Source: an optimization exercise on an open RTL-to-GDS flow (aim: small area, a short achievable clock period and few clock cycles per item). Production flows keep margins and buffers that such runs may drop.
Where RTL was checked, it was by simulation tests only, not by an equivalence proof against the original.
Function not checked in runs 2 and 3: the RTL went through the layout flow alone.
No activity file was given, so power comes from the tool's default toggle rates.

**design/flow/config.mk**
```make
export PLATFORM = sky130hd
export DESIGN_NAME = conv_route_top
export DESIGN_NICKNAME = conv_route_top
export VERILOG_FILES = /design/flow/design.v
export SDC_FILE = /design/flow/constraint.sdc
export NUM_CORES = 4
export LEC_CHECK = 0
export CAP_MARGIN = 20
export CORE_MARGIN = 2
export CORE_UTILIZATION = 72
export CTS_CLUSTER_DIAMETER = 80
export CTS_CLUSTER_SIZE = 26
export SLEW_MARGIN = 20
export SYNTH_MEMORY_MAX_BITS = 8192
```
**design/flow/constraint.sdc**
```tcl
create_clock -name core_clock -period 12.0 [get_ports {i_clk}]
set_input_delay 2.4000 -clock core_clock [delete_from_list [all_inputs] [get_ports {i_clk}]]
set_output_delay 2.4000 -clock core_clock [all_outputs]
set_load 0.01 [all_outputs]
```
**design/flow/design.v**
```verilog
package conv_route_pkg;
    localparam int COUNT = 4;
    localparam int ADDR_WIDTH = 8;
    localparam int DATA_WIDTH = 16;
    localparam int MAX_CH = 8;
    localparam int C_WIDTH = 4;
endpackage
`timescale 1ns/1ps
module input_buffer (
    input  logic                                  i_clk,
    input  logic                                  i_nrst,
    input  logic                                  i_wr_en,
    input  logic [conv_route_pkg::ADDR_WIDTH-1:0] i_wr_addr,
    input  logic [conv_route_pkg::DATA_WIDTH-1:0] i_wr_data,
    input  logic                                  i_rd_addr_load,
    input  logic [conv_route_pkg::ADDR_WIDTH-1:0] i_rd_addr,
    input  logic                                  i_rd_en,
    output logic [conv_route_pkg::DATA_WIDTH-1:0] o_rd_data
);
    localparam int AW    = conv_route_pkg::ADDR_WIDTH;
    localparam int DW    = conv_route_pkg::DATA_WIDTH;
    localparam int WORDS = 2**AW;
    localparam int LOW_BITS = 5;
    localparam int LOWS     = 2**LOW_BITS;
    localparam int GROUPS   = WORDS / LOWS;
    logic [WORDS-1:0][DW-1:0] mem;
    logic          wr_en_q;
    logic [AW-1:0] wr_addr_q;
    logic [DW-1:0] wr_data_q;
    always_ff @(posedge i_clk) begin
        wr_en_q   <= i_wr_en;
        wr_addr_q <= i_wr_addr;
        wr_data_q <= i_wr_data;
    end
    for (genvar w = 0; w < WORDS; w++) begin : g_word
        always_ff @(posedge i_clk) begin
            if (wr_en_q && wr_addr_q == AW'(w)) begin
                mem[w] <= wr_data_q;
            end
        end
    end
    logic [LOWS-1:0]   rd_lo;
    logic [GROUPS-1:0] rd_hi;
    always_ff @(posedge i_clk or negedge i_nrst) begin
        if (!i_nrst) begin
            rd_lo <= '0;
            rd_hi <= '0;
        end else if (i_rd_addr_load) begin
            for (int i = 0; i < LOWS; i++) begin
                rd_lo[i] <= (i_rd_addr[LOW_BITS-1:0] == LOW_BITS'(i));
            end
            for (int g = 0; g < GROUPS; g++) begin
                rd_hi[g] <= (i_rd_addr[AW-1:LOW_BITS] == (AW - LOW_BITS)'(g));
            end
        end
    end
    logic [GROUPS-1:0][DW-1:0] rd_group;
    logic [DW-1:0]           rd_word;
    always_comb begin
        rd_word = '0;
        for (int g = 0; g < GROUPS; g++) begin
            rd_group[g] = '0;
            for (int i = 0; i < LOWS; i++) begin
                rd_group[g] = rd_group[g] | (mem[g * LOWS + i] & {DW{rd_lo[i]}});
            end
            rd_word = rd_word | (rd_group[g] & {DW{rd_hi[g]}});
        end
    end
    always_ff @(posedge i_clk or negedge i_nrst) begin
        if (!i_nrst) begin
            o_rd_data <= '0;
        end else if (i_rd_en) begin
            o_rd_data <= rd_word;
        end
    end
endmodule
`timescale 1ns/1ps
module input_controller (
    input  logic                                  i_clk,
    input  logic                                  i_nrst,
    input  logic                                  i_en,
    input  logic                                  i_reg_clear,
    input  logic [conv_route_pkg::ADDR_WIDTH-1:0] i_start_addr,
    input  logic [conv_route_pkg::ADDR_WIDTH-1:0] i_i_size,
    input  logic [conv_route_pkg::ADDR_WIDTH-1:0] i_o_size,
    input  logic [conv_route_pkg::ADDR_WIDTH-1:0] i_stride,
    input  logic [conv_route_pkg::ADDR_WIDTH-1:0] i_i_c_size,
    input  logic                                  i_adv,
    output logic                                  o_valid,
    output logic [conv_route_pkg::ADDR_WIDTH-1:0] o_addr_d,
    output logic                                  o_addr_load,
    output logic                                  o_ctx_last,
    output logic                                  o_layer_last
);
    localparam int AW = conv_route_pkg::ADDR_WIDTH;
    localparam int CW = conv_route_pkg::C_WIDTH;
    logic          busy;
    logic          start;
    logic          more;
    logic          step;
    logic [AW-1:0] stride_r;
    logic [AW-1:0] i_size_r;
    logic [CW-1:0] c_r;
    logic [CW-1:0] cm1_r;
    logic [AW-1:0] nm1_r;
    logic          c_is1;
    logic          n_is1;
    logic [AW-1:0] pix_step;
    logic [AW-1:0] row_step;
    logic [CW-1:0] kd;
    logic [AW-1:0] yd;
    logic [AW-1:0] xd;
    logic          k_last;
    logic          y_last;
    logic          x_last;
    logic [1:0]    pc;
    logic [AW-1:0] addr;
    logic [AW-1:0] pix_addr;
    logic [AW-1:0] row_addr;
    logic [AW-1:0] pix_next;
    logic [AW-1:0] row_next;
    logic [AW-1:0] addr_d;
    assign start    = i_en && !busy;
    assign more     = !(k_last && y_last && x_last);
    assign step     = o_valid && more && i_adv;
    assign pix_next = pix_addr + pix_step;
    assign row_next = row_addr + row_step;
    assign o_addr_d     = addr_d;
    assign o_addr_load  = start || step;
    always_comb begin
        if (start) begin
            addr_d = i_start_addr;
        end else if (!k_last) begin
            addr_d = addr + 1'b1;
        end else if (!y_last) begin
            addr_d = pix_next;
        end else begin
            addr_d = row_next;
        end
    end
    assign o_layer_last = !more;
    assign o_ctx_last   = k_last && (pc == 2'd3) && more;
    tile_reader tile_reader_inst (
        .i_clk          (i_clk),
        .i_stride       (stride_r),
        .i_i_size       (i_size_r),
        .i_c_size       (c_r),
        .i_c_is1        (c_is1),
        .i_start        (start),
        .i_start_stride (i_stride),
        .o_pix_step     (pix_step),
        .o_row_step     (row_step)
    );
    always_ff @(posedge i_clk) begin
        if (start || step) begin
            addr <= addr_d;
        end
    end
    always_ff @(posedge i_clk or negedge i_nrst) begin
        if (!i_nrst) begin
            busy    <= 1'b0;
            o_valid <= 1'b0;
        end else if (i_reg_clear) begin
            busy    <= 1'b0;
            o_valid <= 1'b0;
        end else if (start) begin
            busy    <= 1'b1;
            o_valid <= 1'b1;
        end else if (o_valid && !more && i_adv) begin
            o_valid <= 1'b0;
        end
    end
    always_ff @(posedge i_clk) begin
        if (start) begin
            stride_r <= i_stride;
            i_size_r <= i_i_size;
            c_r      <= i_i_c_size[CW-1:0];
            cm1_r    <= i_i_c_size[CW-1:0] - 1'b1;
            nm1_r    <= i_o_size - 1'b1;
            c_is1    <= (i_i_c_size == 8'd1);
            n_is1    <= (i_o_size == 8'd1);
            kd       <= i_i_c_size[CW-1:0] - 1'b1;
            k_last   <= (i_i_c_size == 8'd1);
            yd       <= i_o_size - 1'b1;
            y_last   <= (i_o_size == 8'd1);
            xd       <= i_o_size - 1'b1;
            x_last   <= (i_o_size == 8'd1);
            pc       <= 2'd0;
            pix_addr <= i_start_addr;
            row_addr <= i_start_addr;
        end else if (step) begin
            if (!k_last) begin
                kd     <= kd - 1'b1;
                k_last <= (kd == CW'(1));
            end else begin
                kd     <= cm1_r;
                k_last <= c_is1;
                pc     <= pc + 1'b1;
                if (!y_last) begin
                    yd       <= yd - 1'b1;
                    y_last   <= (yd == AW'(1));
                    pix_addr <= pix_next;
                end else begin
                    yd       <= nm1_r;
                    y_last   <= n_is1;
                    xd       <= xd - 1'b1;
                    x_last   <= (xd == AW'(1));
                    row_addr <= row_next;
                    pix_addr <= row_next;
                end
            end
        end
    end
endmodule
`timescale 1ns/1ps
module tile_reader (
    input  logic                                  i_clk,
    input  logic [conv_route_pkg::ADDR_WIDTH-1:0] i_stride,
    input  logic [conv_route_pkg::ADDR_WIDTH-1:0] i_i_size,
    input  logic [conv_route_pkg::C_WIDTH-1:0]    i_c_size,
    input  logic                                  i_c_is1,
    input  logic                                  i_start,
    input  logic [conv_route_pkg::ADDR_WIDTH-1:0] i_start_stride,
    output logic [conv_route_pkg::ADDR_WIDTH-1:0] o_pix_step,
    output logic [conv_route_pkg::ADDR_WIDTH-1:0] o_row_step
);
    logic [conv_route_pkg::ADDR_WIDTH-1:0] sw;
    logic [conv_route_pkg::ADDR_WIDTH-1:0] sw_now;
    assign sw_now = i_stride * i_i_size;
    always_ff @(posedge i_clk) begin
        if (i_start) begin
            o_pix_step <= i_start_stride;
        end else begin
            o_pix_step <= i_stride * {4'b0, i_c_size};
        end
        sw         <= sw_now;
        o_row_step <= i_c_is1 ? sw_now : sw * {4'b0, i_c_size};
    end
endmodule
`timescale 1ns/1ps
module route_fifo (
    input  logic i_clk,
    input  logic i_nrst,
    input  logic i_clear,
    input  logic i_pop,
    input  logic i_in_valid,
    input  logic i_in_ctx_last,
    input  logic i_in_layer_last,
    output logic o_load,
    output logic o_valid,
    output logic o_context_done,
    output logic o_done
);
    logic ctx_last;
    logic layer_last;
    logic take;
    assign o_load = !o_valid || i_pop;
    assign take   = o_valid && i_pop;
    always_ff @(posedge i_clk) begin
        if (o_load) begin
            ctx_last   <= i_in_ctx_last;
            layer_last <= i_in_layer_last;
        end
    end
    always_ff @(posedge i_clk or negedge i_nrst) begin
        if (!i_nrst) begin
            o_valid        <= 1'b0;
            o_context_done <= 1'b0;
            o_done         <= 1'b0;
        end else if (i_clear) begin
            o_valid        <= 1'b0;
            o_context_done <= 1'b0;
            o_done         <= 1'b0;
        end else begin
            if (o_load) begin
                o_valid <= i_in_valid;
            end
            o_context_done <= take && ctx_last;
            if (take && layer_last) begin
                o_done <= 1'b1;
            end
        end
    end
endmodule
`timescale 1ns/1ps
module conv_route_top (
    input  logic                                  i_clk,
    input  logic                                  i_nrst,
    input  logic                                  i_wr_en,
    input  logic [conv_route_pkg::ADDR_WIDTH-1:0] i_wr_addr,
    input  logic [conv_route_pkg::DATA_WIDTH-1:0] i_wr_data,
    input  logic [conv_route_pkg::ADDR_WIDTH-1:0] i_start_addr,
    input  logic [conv_route_pkg::ADDR_WIDTH-1:0] i_i_size,
    input  logic [conv_route_pkg::ADDR_WIDTH-1:0] i_o_size,
    input  logic [conv_route_pkg::ADDR_WIDTH-1:0] i_stride,
    input  logic [conv_route_pkg::ADDR_WIDTH-1:0] i_i_c_size,
    input  logic                                  i_en,
    input  logic                                  i_reg_clear,
    input  logic                                  i_pop,
    output logic [conv_route_pkg::DATA_WIDTH-1:0] o_data,
    output logic                                  o_valid,
    output logic                                  o_ready,
    output logic                                  o_context_done,
    output logic                                  o_done
);
    logic [conv_route_pkg::ADDR_WIDTH-1:0] rd_addr_d;
    logic                                  rd_addr_load;
    logic                                  rd_valid;
    logic                                  rd_ctx_last;
    logic                                  rd_layer_last;
    logic                                  load;
    assign o_ready = o_valid;
    input_controller input_controller_inst (
        .i_clk        (i_clk),
        .i_nrst       (i_nrst),
        .i_en         (i_en),
        .i_reg_clear  (i_reg_clear),
        .i_start_addr (i_start_addr),
        .i_i_size     (i_i_size),
        .i_o_size     (i_o_size),
        .i_stride     (i_stride),
        .i_i_c_size   (i_i_c_size),
        .i_adv        (load),
        .o_valid      (rd_valid),
        .o_addr_d     (rd_addr_d),
        .o_addr_load  (rd_addr_load),
        .o_ctx_last   (rd_ctx_last),
        .o_layer_last (rd_layer_last)
    );
    input_buffer input_buffer_inst (
        .i_clk     (i_clk),
        .i_nrst    (i_nrst),
        .i_wr_en   (i_wr_en),
        .i_wr_addr (i_wr_addr),
        .i_wr_data (i_wr_data),
        .i_rd_en   (load),
        .i_rd_addr_load (rd_addr_load),
        .i_rd_addr (rd_addr_d),
        .o_rd_data (o_data)
    );
    route_fifo route_fifo_inst (
        .i_clk           (i_clk),
        .i_nrst          (i_nrst),
        .i_clear         (i_reg_clear),
        .i_pop           (i_pop),
        .i_in_valid      (rd_valid),
        .i_in_ctx_last   (rd_ctx_last),
        .i_in_layer_last (rd_layer_last),
        .o_load          (load),
        .o_valid         (o_valid),
        .o_context_done  (o_context_done),
        .o_done          (o_done)
    );
endmodule
```
**design/flow/flow/run.sh**
```bash
#!/bin/bash
# Standard ORFS layout in two runs of the standard.sh. Timing repair up to
# clock tree synthesis is asked to leave a setup margin, so that the layout is
# optimised for a shorter achieved period; the repair after global routing
# asks for the same margin. The SDC, clock period and
# I/O constraints are the design's own, unchanged.
set -euo pipefail
bash standard.sh SETUP_SLACK_MARGIN=8.3 cts > standard_flow_cts.log 2>&1
bash standard.sh SETUP_SLACK_MARGIN=8.3 finish > standard_flow_finish.log 2>&1
```
**design/flow/standard.sh**
```bash
#!/bin/bash
# synth_recipe.tcl (not shown) runs the flow's synth.tcl, then flattens the netlist and writes it again
# the make line also repeats each setting of config.mk as NAME=value (left out here)
make -C /OpenROAD-flow-scripts/flow DESIGN_CONFIG=/design/flow/config.mk WORK_HOME=/design/flow/orfs CLKGATE_MAP_FILE= SYNTH_SCRIPT=/design/flow/synth_recipe.tcl "${@:-finish}"
```
==> notes.md, run 1 <==
* Final hold vios at 0
* Initial antenna violation count at 38
* Mapped Area at 157000 um^2
* Slew headroom at 0.134
* Final Power at 28.0 mW
* DR WL/cell at 44.3 um
* Ranking of synthesized cells by area: edfxtp_1 80%, a22oi_1 7.4%, a221oi_1 1.4%
* Final Skew at 44.9 ps
* Syn Area/Cell at 18.2 um^2
* Power per Cell Area at 164 nW/um^2
* Tmin final at 3960 ps
* Cell count after synthesis at 8607
* R2R Path End: input_buffer_inst.o_rd_data[4]
* Leading area contributor after synthesis: edfxtp_1
* Routed wire length at 521000 um
* 1st-pass router iterations at 8
* Yosys top cell area share at 0.800
* Critical path buffer and inverter count at 1
* Final net count at 8908
* Startpoint types: flip-flop
* Sequential area share after synthesis at 0.817
* Crit-path cells: buf_6
* Critical Path Slowest Stage Cell: dfrtp_2
* Met1 usage at 0.637
* Crit end category: primary output
* HP Class: flip-flop to flip-flop
* Cts hold-fix bufs at 0
* Synth Flop Type: edfxtp_1
* Clock transition at path regs at 100 ps
* Sum Neg Setup Slack at 0 ps
* Hold Path Cell Cnt at 2
* Worst skew pair latency at 920 ps
* Crit-path max FO at 2
* Status: finished clean
* Initial Util at 0.723
* CP Data Required Time at 9600 ps
* Number of port buffers at 89
* Residual DRC count at 0
* #FFs+latches synth at 4291
* Critical setup path kind: flip-flop to primary output
* Clock Tree Root: clkbuf_16
* Die H at 471 um
* Max rail drop VDD at 185 uV
* Die width at 471 um
* TritonCTS Buffers at 185
* Reg-to-Reg Start: input_buffer_inst.rd_lo[12]
* GR peak layer: met2
* EDFF count, synth at 4179
* Total track usage at 0.469
* M3 GR Usage at 0.140
* Global-route wire length before repair at 709000 um
* Final Cycle Share at 0.330
* Final RePlAce weighted congestion at 0.891
* TritonCTS clock tree: built
* Slew Limit Fails at 0
* Ports at 90
* Max Root-Sink Buffers at 3
* Initial DRC Count at 20300
* Max-cap violation count at 0
* Hold EP: input_controller_inst.pc[1]
* Core area at 217000 um^2
* Via density per instance at 8.17
* Area Growth Syn to Fin at 8.82%
* FFs w/ async S/R, synth at 0.0142
* R2R cell count at 8
* Mapped Nets at 8767
* Number of cell rows at 171
* HPWL Detailed at 276000 um
* Layout cell share with drive strength beyond 1 at 0.124
* Pin count of the biggest net entering global routing at 224
* P_leak at 52.2 nW
* Biggest cell delay along the critical path at 500 ps
* FMAX at 0.253 GHz
* Hold path startpoint: input_controller_inst.pc[1]
* CP arrival at 1560 ps
* GRT Residual Overflow at 0
* Vias in the first global route at 90100
* Antenna-violating nets left at 0
* Met2 usage at 0.691
* Die ar. at 221000 um^2
* Yosys warnings at 4
* Routed vias at 96000
* Commonest non-fill, non-tap cell in the layout: edfxtp_1
* H-Tree Depth at 4
* Unrepaired setup endpoints after global routing: true
* Flop-to-flop setup slack at 8120 ps
* Commonest non-fill, non-tap cells in the layout: 4179 x edfxtp_1, 1536 x a22oi_1, 340 x buf_4
* Post-synth cell types at 74
* CP delay by family, top: flip-flops
* Clock sinks at 4291
* Actual slew at the worst max-slew pin at 1280 ps
* Endpoints failing setup at 0
## logic make-up after synthesis
family | after synthesis | synth area share
AO/OA/AOI/OAI | 2380 | 0.118
XOR/XNOR | 69 | 0.00385
adder cells (fa/ha/maj) | 90 | 0.00872
buffers and inverters | 599 | 0.0146
flip-flops | 4291 | 0.817
multiplexers | 14 | 0.000934
AND/OR/NAND/NOR | 1164 | 0.0372
## final cells by class
type / count / area, um^2
multi-input combinational: 3721 / 28600
clock buffer: 285 / 5200
fill: 11500 / 46100
tap: 2854 / 3570
antenna: 28 / 70.1
clock inverter: 18 / 251
sequential: 4291 / 128000
inverter: 63 / 253
timing repair buffer: 486 / 4420
## Yosys cell counts, drive strengths merged (7+ instances only)
master  number
edfxtp    4179
a22oi     1536
clkbuf     398
nor2       329
nand3      280
nand4      259
a221oi     257
a22o       256
nand2      156
buf        138
o41ai      128
o21ai       66
inv         63
dfrtp       61
ha          58
and2        51
dfxtp       51
xnor2       42
a21oi       38
and4        32
fa          32
xor2        27
a31oi       20
a211oi      15
o31ai       15
a21o        10
nor3        10
mux2i        9
nand2b       9
o21a         8
nor2b        7
## worst register-to-register path: stages (launching register included)
cell	delay [ps]
dfrtp_4	710
buf_12	380
buf_4	620
a22o_1	280
a221oi_1	200
nand3_1	200
o41ai_4	640
and4_2	520
a31oi_1	140
## sequential cells by signal, summed over array words and instances, names as in the netlist, 8 cells and up
name,count
input_controller_inst.pix_addr,8
input_controller_inst.tile_reader_inst.o_pix_step,8
input_controller_inst.row_addr,8
input_controller_inst.yd,8
input_controller_inst.xd,8
input_buffer_inst.o_rd_data,16
input_controller_inst.tile_reader_inst.sw,8
input_buffer_inst.rd_lo,32
input_controller_inst.i_size_r,8
input_buffer_inst.wr_data_q,16
input_controller_inst.nm1_r,8
input_controller_inst.addr,8
input_controller_inst.tile_reader_inst.o_row_step,8
input_controller_inst.stride_r,8
input_buffer_inst.wr_addr_q,8
input_buffer_inst.rd_hi,8
input_buffer_inst.mem,4096
## how the worst max path moves through the flow
stage	from	to	slack [ps]	cells after the start
2_1_floorplan	i_pop	input_buffer_inst.rd_hi[5]	8190	8
4_1_cts	input_buffer_inst.o_rd_data[11]	o_data[11]	8010	1
6_report	input_buffer_inst.o_rd_data[11]	o_data[11]	8040	1
3_5_place_dp	i_en	input_controller_inst.k_last	5640	6
5_1_grt	input_buffer_inst.o_rd_data[11]	o_data[11]	8030	1
3_3_place_gp	i_en	input_controller_inst.k_last	5770	6
## what timing repair did
item / in CTS / in global routing
endpoints found under the hold margin: 0 / 0
pin swaps: 3 / 15
resized for setup: 185 / 44
setup endpoints to repair: 206 / 180
gates cloned: 4 / 1
setup buffers: 13 / 11
## through the flow
step | std cells | cell area [um^2] | hold WS (ps) | worst slack [ps] | utilization
after floorplan | 8607 | 157000 | 440 | 8190 | -
after global placement | 11400 | 164000 | 447 | 5770 | 0.755
after detailed placement | 11400 | 164000 | 483 | 5640 | 0.756
after CTS | 11700 | 170000 | 503 | 8010 | 0.784
after global routing | 11700 | 171000 | 522 | 8030 | 0.787
final | 11700 | 171000 | 502 | 8040 | 0.787
## metal layers
layer | up-vias | part of all wire
met5 | - | 0.00043
met4 | 32 | 0.071
met3 | 1992 | 0.18
met2 | 10300 | 0.44
met1 | 47600 | 0.31
li1 | 36100 | -
## power by group
group | internal (mW) | switching (mW)
sequential | 16.6 | 0.354
clock | 3.10 | 4.40
combinational | 1.11 | 2.43
total | 20.8 | 7.18
Testbench counts, summed over its fixed seeds: cycles 21,858, items 21,098.
==> run 2: changes to the inputs <==
--- a/design/flow/design.v
+++ b/design/flow/design.v
@@ -22,5 +22,4 @@
     localparam int WORDS = 2**AW;
-    localparam int LOW_BITS = 5;
-    localparam int LOWS     = 2**LOW_BITS;
-    localparam int GROUPS   = WORDS / LOWS;
+    localparam int HALF  = AW / 2;
+    localparam int SEGS  = 2**HALF;
     logic [WORDS-1:0][DW-1:0] mem;
@@ -41,14 +40,9 @@
     end
-    logic [LOWS-1:0]   rd_lo;
-    logic [GROUPS-1:0] rd_hi;
-    always_ff @(posedge i_clk or negedge i_nrst) begin
-        if (!i_nrst) begin
-            rd_lo <= '0;
-            rd_hi <= '0;
-        end else if (i_rd_addr_load) begin
-            for (int i = 0; i < LOWS; i++) begin
-                rd_lo[i] <= (i_rd_addr[LOW_BITS-1:0] == LOW_BITS'(i));
-            end
-            for (int g = 0; g < GROUPS; g++) begin
-                rd_hi[g] <= (i_rd_addr[AW-1:LOW_BITS] == (AW - LOW_BITS)'(g));
+    logic [SEGS-1:0] rd_lo;
+    logic [SEGS-1:0] rd_hi;
+    always_ff @(posedge i_clk) begin
+        if (i_rd_addr_load) begin
+            for (int i = 0; i < SEGS; i++) begin
+                rd_lo[i] <= (i_rd_addr[HALF-1:0] == HALF'(i));
+                rd_hi[i] <= (i_rd_addr[AW-1:HALF] == HALF'(i));
             end
@@ -56,12 +50,7 @@
     end
-    logic [GROUPS-1:0][DW-1:0] rd_group;
-    logic [DW-1:0]           rd_word;
+    logic [DW-1:0] rd_word;
     always_comb begin
         rd_word = '0;
-        for (int g = 0; g < GROUPS; g++) begin
-            rd_group[g] = '0;
-            for (int i = 0; i < LOWS; i++) begin
-                rd_group[g] = rd_group[g] | (mem[g * LOWS + i] & {DW{rd_lo[i]}});
-            end
-            rd_word = rd_word | (rd_group[g] & {DW{rd_hi[g]}});
+        for (int w = 0; w < WORDS; w++) begin
+            rd_word = rd_word | (mem[w] & {DW{rd_hi[w / SEGS] & rd_lo[w % SEGS]}});
         end
==> design/flow/flow/run.sh (replaced) <==
#!/bin/bash
# Standard ORFS layout, with timing repair asked to leave a setup margin so
# that the layout is optimised for a shorter achieved period. The SDC, clock
# period and I/O constraints are the design's own, unchanged.
set -euo pipefail
bash standard.sh SETUP_SLACK_MARGIN=8 finish > standard_flow.log 2>&1
--- a/design/flow/config.mk
+++ b/design/flow/config.mk
@@ -9,5 +9,3 @@
 export CORE_MARGIN = 2
-export CORE_UTILIZATION = 72
-export CTS_CLUSTER_DIAMETER = 80
-export CTS_CLUSTER_SIZE = 26
+export CORE_UTILIZATION = 60
 export SLEW_MARGIN = 20
==> run 2 against run 1 <==
  * The flow now stops in 5_1_grt
  * Synthesized cell count grew 4.0%
  * Synthesized area grew 1.5%
==> notes.md, run 2 <==
* Status: did not finish
* Stopping stage: 5_1_grt
* Stop Error: [ERROR GRT-0116] Global routing finished with congestion. Check the congestion regions in the DRC Viewer.
* HPWL Detailed at 695000 um
* H-Tree Depth at 5
* Sequential area share after synthesis at 0.804
* Clock Tree Root: clkbuf_16
* Cts hold-fix bufs at 0
* Ports at 90
* Max Root-Sink Buffers at 4
* TritonCTS Buffers at 420
* Ranking of synthesized cells by area: edfxtp_1 79%, a22oi_1 4.7%, a22o_1 2.3%
* Syn Area/Cell at 17.8 um^2
* Yosys warnings at 4
* Die width at 519 um
* Number of port buffers at 89
* FFs w/ async S/R, synth at 0.00490
* Most common cell in the netlist: edfxtp_1
* Yosys top cell area share at 0.794
* Post-synth cell types at 74
* Initial Util at 0.601
* Global-route wire length before repair at 1420000 um
* Leading area contributor after synthesis: edfxtp_1
* Mapped Nets at 9109
* Pin count of the biggest net entering global routing at 158
* Mapped Area at 159000 um^2
* EDFF count, synth at 4211
* Final RePlAce weighted congestion at 1.30
* Vias in the first global route at 125000
* Die H at 519 um
* Most frequent cells after synthesis: 4211 x edfxtp_1, 1003 x a22oi_1, 458 x clkbuf_1
* Cell count after synthesis at 8949
* Total track usage at 0.835
* Clock sinks at 4283
* Dpl cells at 12800
* Number of cell rows at 189
* #FFs+latches synth at 4283
* GRT Residual Overflow at 5
* Synth Flop Type: edfxtp_1
-- run 2: changes by cell type after synthesis, moves of 128 or more --
cell,before,now
and2_1,50,261
a22oi_1,1536,1003
a222oi_1,0,166
a22o_1,256,423
o41ai_1,128,0
nand3_1,280,93
o22ai_1,2,142
-- run 2: cells by family after synthesis --
| logic type | count (synthesis) | share of synthesized area |
|---|---|---|
| AOI/OAI and AO/OA | 2460 | 0.122 |
| xor gates and xnor gates | 73 | 0.00402 |
| adders and majority gates | 90 | 0.00858 |
| buffers and inverters | 676 | 0.0163 |
| DFF | 4283 | 0.804 |
| muxes | 13 | 0.000849 |
| and+or+nand+nor | 1354 | 0.0437 |
-- run 2: through the flow --
step | setup slack, ps | hold WS, ps | util | power, mW | area (um^2)
after CTS | 7830 | 520 | 0.704 | 35.8 | 186000
after detailed placement | 6210 | 503 | 0.646 | 22.7 | 171000
after global placement | 5480 | 508 | 0.644 | 22.7 | 170000
after floorplan | 8000 | 452 | - | 19.1 | 159000
-- run 2: what timing repair did --
| action | in CTS |
|---|---|
| pin swaps | 51 |
| cloned | 5 |
| buffers inserted | 45 |
| resized for setup | 383 |
| endpoints found under the setup margin | 139 |
-- run 2: metal layers --
metal / GRT overflow / GRT usage
met1: 0 / 0.841
met5: 0 / 0.702
met2: 3 / 0.906
met3: 0 / 0.784
met4: 2 / 0.782
-- run 2: how the worst max path moves through the flow --
stage | slack [ps] | from | endpoint | cells past startpoint
floorplan | 8000 | i_en | input_controller_inst.pix_addr[0] | 5
global placement | 5480 | i_pop | input_buffer_inst.o_rd_data[9] | 7
CTS | 7830 | input_buffer_inst.o_rd_data[6] | o_data[6] | 1
detailed placement | 6210 | i_en | input_buffer_inst.rd_hi[8] | 9
-- run 2: power by group through the flow --
stage / clock [mW] / sequential (mW) / combinational [mW]
floorplan: 0 / 17.1 / 2.00
detailed placement: 0 / 17.0 / 5.71
global placement: 0 / 17.0 / 5.67
CTS: 13.1 / 16.7 / 5.97
==> run 3: changes to the inputs <==
--- a/design/flow/design.v
+++ b/design/flow/design.v
@@ -10,3 +10,2 @@
     input  logic                                  i_clk,
-    input  logic                                  i_nrst,
     input  logic                                  i_wr_en,
@@ -57,6 +56,4 @@
     end
-    always_ff @(posedge i_clk or negedge i_nrst) begin
-        if (!i_nrst) begin
-            o_rd_data <= '0;
-        end else if (i_rd_en) begin
+    always_ff @(posedge i_clk) begin
+        if (i_rd_en) begin
             o_rd_data <= rd_word;
@@ -230,14 +227,20 @@
 module route_fifo (
-    input  logic i_clk,
-    input  logic i_nrst,
-    input  logic i_clear,
-    input  logic i_pop,
-    input  logic i_in_valid,
-    input  logic i_in_ctx_last,
-    input  logic i_in_layer_last,
-    output logic o_load,
-    output logic o_valid,
-    output logic o_context_done,
-    output logic o_done
+    input  logic                                  i_clk,
+    input  logic                                  i_nrst,
+    input  logic                                  i_clear,
+    input  logic                                  i_pop,
+    input  logic                                  i_in_valid,
+    input  logic                                  i_in_ctx_last,
+    input  logic                                  i_in_layer_last,
+    output logic                                  o_rd_load,
+    input  logic [conv_route_pkg::DATA_WIDTH-1:0] i_rd_data,
+    output logic [conv_route_pkg::DATA_WIDTH-1:0] o_data,
+    output logic                                  o_valid,
+    output logic                                  o_context_done,
+    output logic                                  o_done
 );
+    logic rd_valid;
+    logic rd_ctx_last;
+    logic rd_layer_last;
+    logic out_load;
     logic ctx_last;
@@ -245,8 +248,20 @@
     logic take;
-    assign o_load = !o_valid || i_pop;
-    assign take   = o_valid && i_pop;
+    assign out_load  = !o_valid || i_pop;
+    assign o_rd_load = !rd_valid || out_load;
+    assign take      = o_valid && i_pop;
     always_ff @(posedge i_clk) begin
-        if (o_load) begin
-            ctx_last   <= i_in_ctx_last;
-            layer_last <= i_in_layer_last;
+        if (o_rd_load) begin
+            rd_ctx_last   <= i_in_ctx_last;
+            rd_layer_last <= i_in_layer_last;
+        end
+        if (out_load) begin
+            ctx_last   <= rd_ctx_last;
+            layer_last <= rd_layer_last;
+        end
+    end
+    always_ff @(posedge i_clk or negedge i_nrst) begin
+        if (!i_nrst) begin
+            o_data <= '0;
+        end else if (out_load) begin
+            o_data <= i_rd_data;
         end
@@ -255,2 +270,3 @@
         if (!i_nrst) begin
+            rd_valid       <= 1'b0;
             o_valid        <= 1'b0;
@@ -259,2 +275,3 @@
         end else if (i_clear) begin
+            rd_valid       <= 1'b0;
             o_valid        <= 1'b0;
@@ -263,4 +280,7 @@
         end else begin
-            if (o_load) begin
-                o_valid <= i_in_valid;
+            if (o_rd_load) begin
+                rd_valid <= i_in_valid;
+            end
+            if (out_load) begin
+                o_valid <= rd_valid;
             end
@@ -296,6 +316,7 @@
     logic                                  rd_addr_load;
-    logic                                  rd_valid;
-    logic                                  rd_ctx_last;
-    logic                                  rd_layer_last;
+    logic                                  walk_valid;
+    logic                                  walk_ctx_last;
+    logic                                  walk_layer_last;
     logic                                  load;
+    logic [conv_route_pkg::DATA_WIDTH-1:0] rd_data;
     assign o_ready = o_valid;
@@ -312,7 +333,7 @@
         .i_adv        (load),
-        .o_valid      (rd_valid),
+        .o_valid      (walk_valid),
         .o_addr_d     (rd_addr_d),
         .o_addr_load  (rd_addr_load),
-        .o_ctx_last   (rd_ctx_last),
-        .o_layer_last (rd_layer_last)
+        .o_ctx_last   (walk_ctx_last),
+        .o_layer_last (walk_layer_last)
     );
@@ -320,3 +341,2 @@
         .i_clk     (i_clk),
-        .i_nrst    (i_nrst),
         .i_wr_en   (i_wr_en),
@@ -327,3 +347,3 @@
         .i_rd_addr (rd_addr_d),
-        .o_rd_data (o_data)
+        .o_rd_data (rd_data)
     );
@@ -334,6 +354,8 @@
         .i_pop           (i_pop),
-        .i_in_valid      (rd_valid),
-        .i_in_ctx_last   (rd_ctx_last),
-        .i_in_layer_last (rd_layer_last),
-        .o_load          (load),
+        .i_in_valid      (walk_valid),
+        .i_in_ctx_last   (walk_ctx_last),
+        .i_in_layer_last (walk_layer_last),
+        .o_rd_load       (load),
+        .i_rd_data       (rd_data),
+        .o_data          (o_data),
         .o_valid         (o_valid),
--- a/design/flow/config.mk
+++ b/design/flow/config.mk
@@ -10,2 +10,4 @@
 export CORE_UTILIZATION = 60
+export CTS_CLUSTER_DIAMETER = 80
+export CTS_CLUSTER_SIZE = 30
 export SLEW_MARGIN = 20
==> run 3 against run 2 <==
  * The run again fails in 5_1_grt
  * Synthesized area up 0.13%
  * Synthesized cell count is 0.72% lower
==> notes.md, run 3 <==
* Stop Error: [ERROR GRT-0116] Global routing finished with congestion. Check the congestion regions in the DRC Viewer.
* Sequential area share after synthesis at 0.807
* Synth Flop Type: edfxtp_1
* Post-synth cell types at 73
* Yosys top cell area share at 0.797
* H-Tree Depth at 4
* TritonCTS Buffers at 172
* GRT Residual Overflow at 21
* Pin count of the biggest net entering global routing at 172
* Final RePlAce weighted congestion at 1.31
* #FFs+latches synth at 4302
* Max Root-Sink Buffers at 3
* Cell count after synthesis at 8885
* Stopping stage: 5_1_grt
* Number of port buffers at 89
* Number of cell rows at 189
* Die width at 519 um
* Syn Area/Cell at 17.9 um^2
* Global-route wire length before repair at 1420000 um
* Most common cell in the netlist: edfxtp_1
* Most frequent cells after synthesis: 4229 x edfxtp_1, 857 x a22oi_1, 481 x a22o_1
* EDFF count, synth at 4229
* Initial Util at 0.602
* Cts hold-fix bufs at 0
* Leading area contributor after synthesis: edfxtp_1
* Mapped Nets at 9045
* HPWL Detailed at 679000 um
* Ports at 90
* Clock sinks at 4302
* Total track usage at 0.830
* FFs w/ async S/R, synth at 0.00511
* Die H at 519 um
* Status: did not finish
* Yosys warnings at 4
* Mapped Area at 159000 um^2
* Vias in the first global route at 123000
* Ranking of synthesized cells by area: edfxtp_1 80%, a22oi_1 4.0%, a22o_1 2.6%
* Clock Tree Root: clkbuf_16
==> run 3: cell types whose count changed after synthesis, moves of 22 or more <==
cell / change
a22oi_1: -146
a221oi_1: +69
a22o_1: +58
a21oi_1: -36
buf_1: -29
nand2_1: +24
and2_1: -22
==> run 3: layer usage <==
layer / global-route usage / overflow
met3: 0.780 / 1
met2: 0.906 / 13
met1: 0.841 / 0
met5: 0.642 / 0
met4: 0.767 / 7
==> run 3: how the worst max path moves through the flow <==
stage	start	endpoint	slack [ps]	depth (start not counted)
floorplan	i_en	input_controller_inst.xd[0]	8010	5
global placement	i_en	input_buffer_inst.rd_hi[2]	5790	10
detailed placement	i_en	input_buffer_inst.rd_hi[11]	5980	10
CTS	input_buffer_inst.rd_lo[15]	input_buffer_inst.o_rd_data[15]	7940	11
==> run 3: power by group through the flow <==
| stage | clock network, mW | logic, mW | registers, mW |
|---|---|---|---|
| CTS | 7.59 | 6.30 | 16.7 |
| detailed placement | 0 | 5.72 | 17.1 |
| global placement | 0 | 5.70 | 17.1 |
| floorplan | 0 | 1.98 | 17.1 |
==> run 3: timing repair <==
item	in CTS
setup buffers	104
resized for setup	550
pin swaps	68
endpoints found under the setup margin	75
cloned	25
==> run 3: cell families after synthesis <==
kind of cell,synth area share
mux,0.000848
compound gates,0.121
fa+ha+maj,0.00857
buf+inv,0.0155
flops,0.807
xor+xnor,0.00396
simple gates,0.0436
==> run 3: per-stage QoR <==
step / util / hold slack (ps) / worst slack, ps / area, um^2 / cells
CTS: 0.682 / 473 / 7940 / 181000 / 13100
detailed placement: 0.646 / 447 / 5980 / 171000 / 12700
global placement: 0.645 / 456 / 5790 / 171000 / 12700
floorplan: - / 400 / 8010 / 159000 / 8885

==> what the ideal ports hide <==
No port has a modelled driver above. Below, the same layout with a new extraction and two added sets of constraints.
Step 1 assumes that a clkbuf_16 drives the clock port and a buf_2 every other input.
Step 2 times the ports against the registers' clock, not the clock port: input delays grow and output delays shrink by t, the midpoint of the rising clock arrivals with the driver on.
Three values: ideal, step 1, step 2; two values: the first two.
run: run 1
t, ns: 1.008
setup slack, ns: 8.040 / 7.935 / 7.368
cell pins on the clock port's net: 1
After both steps run 1 still meets setup and hold. The setup slack of run 1 moves by -0.105 ns with the drivers and by -0.672 ns with both steps.
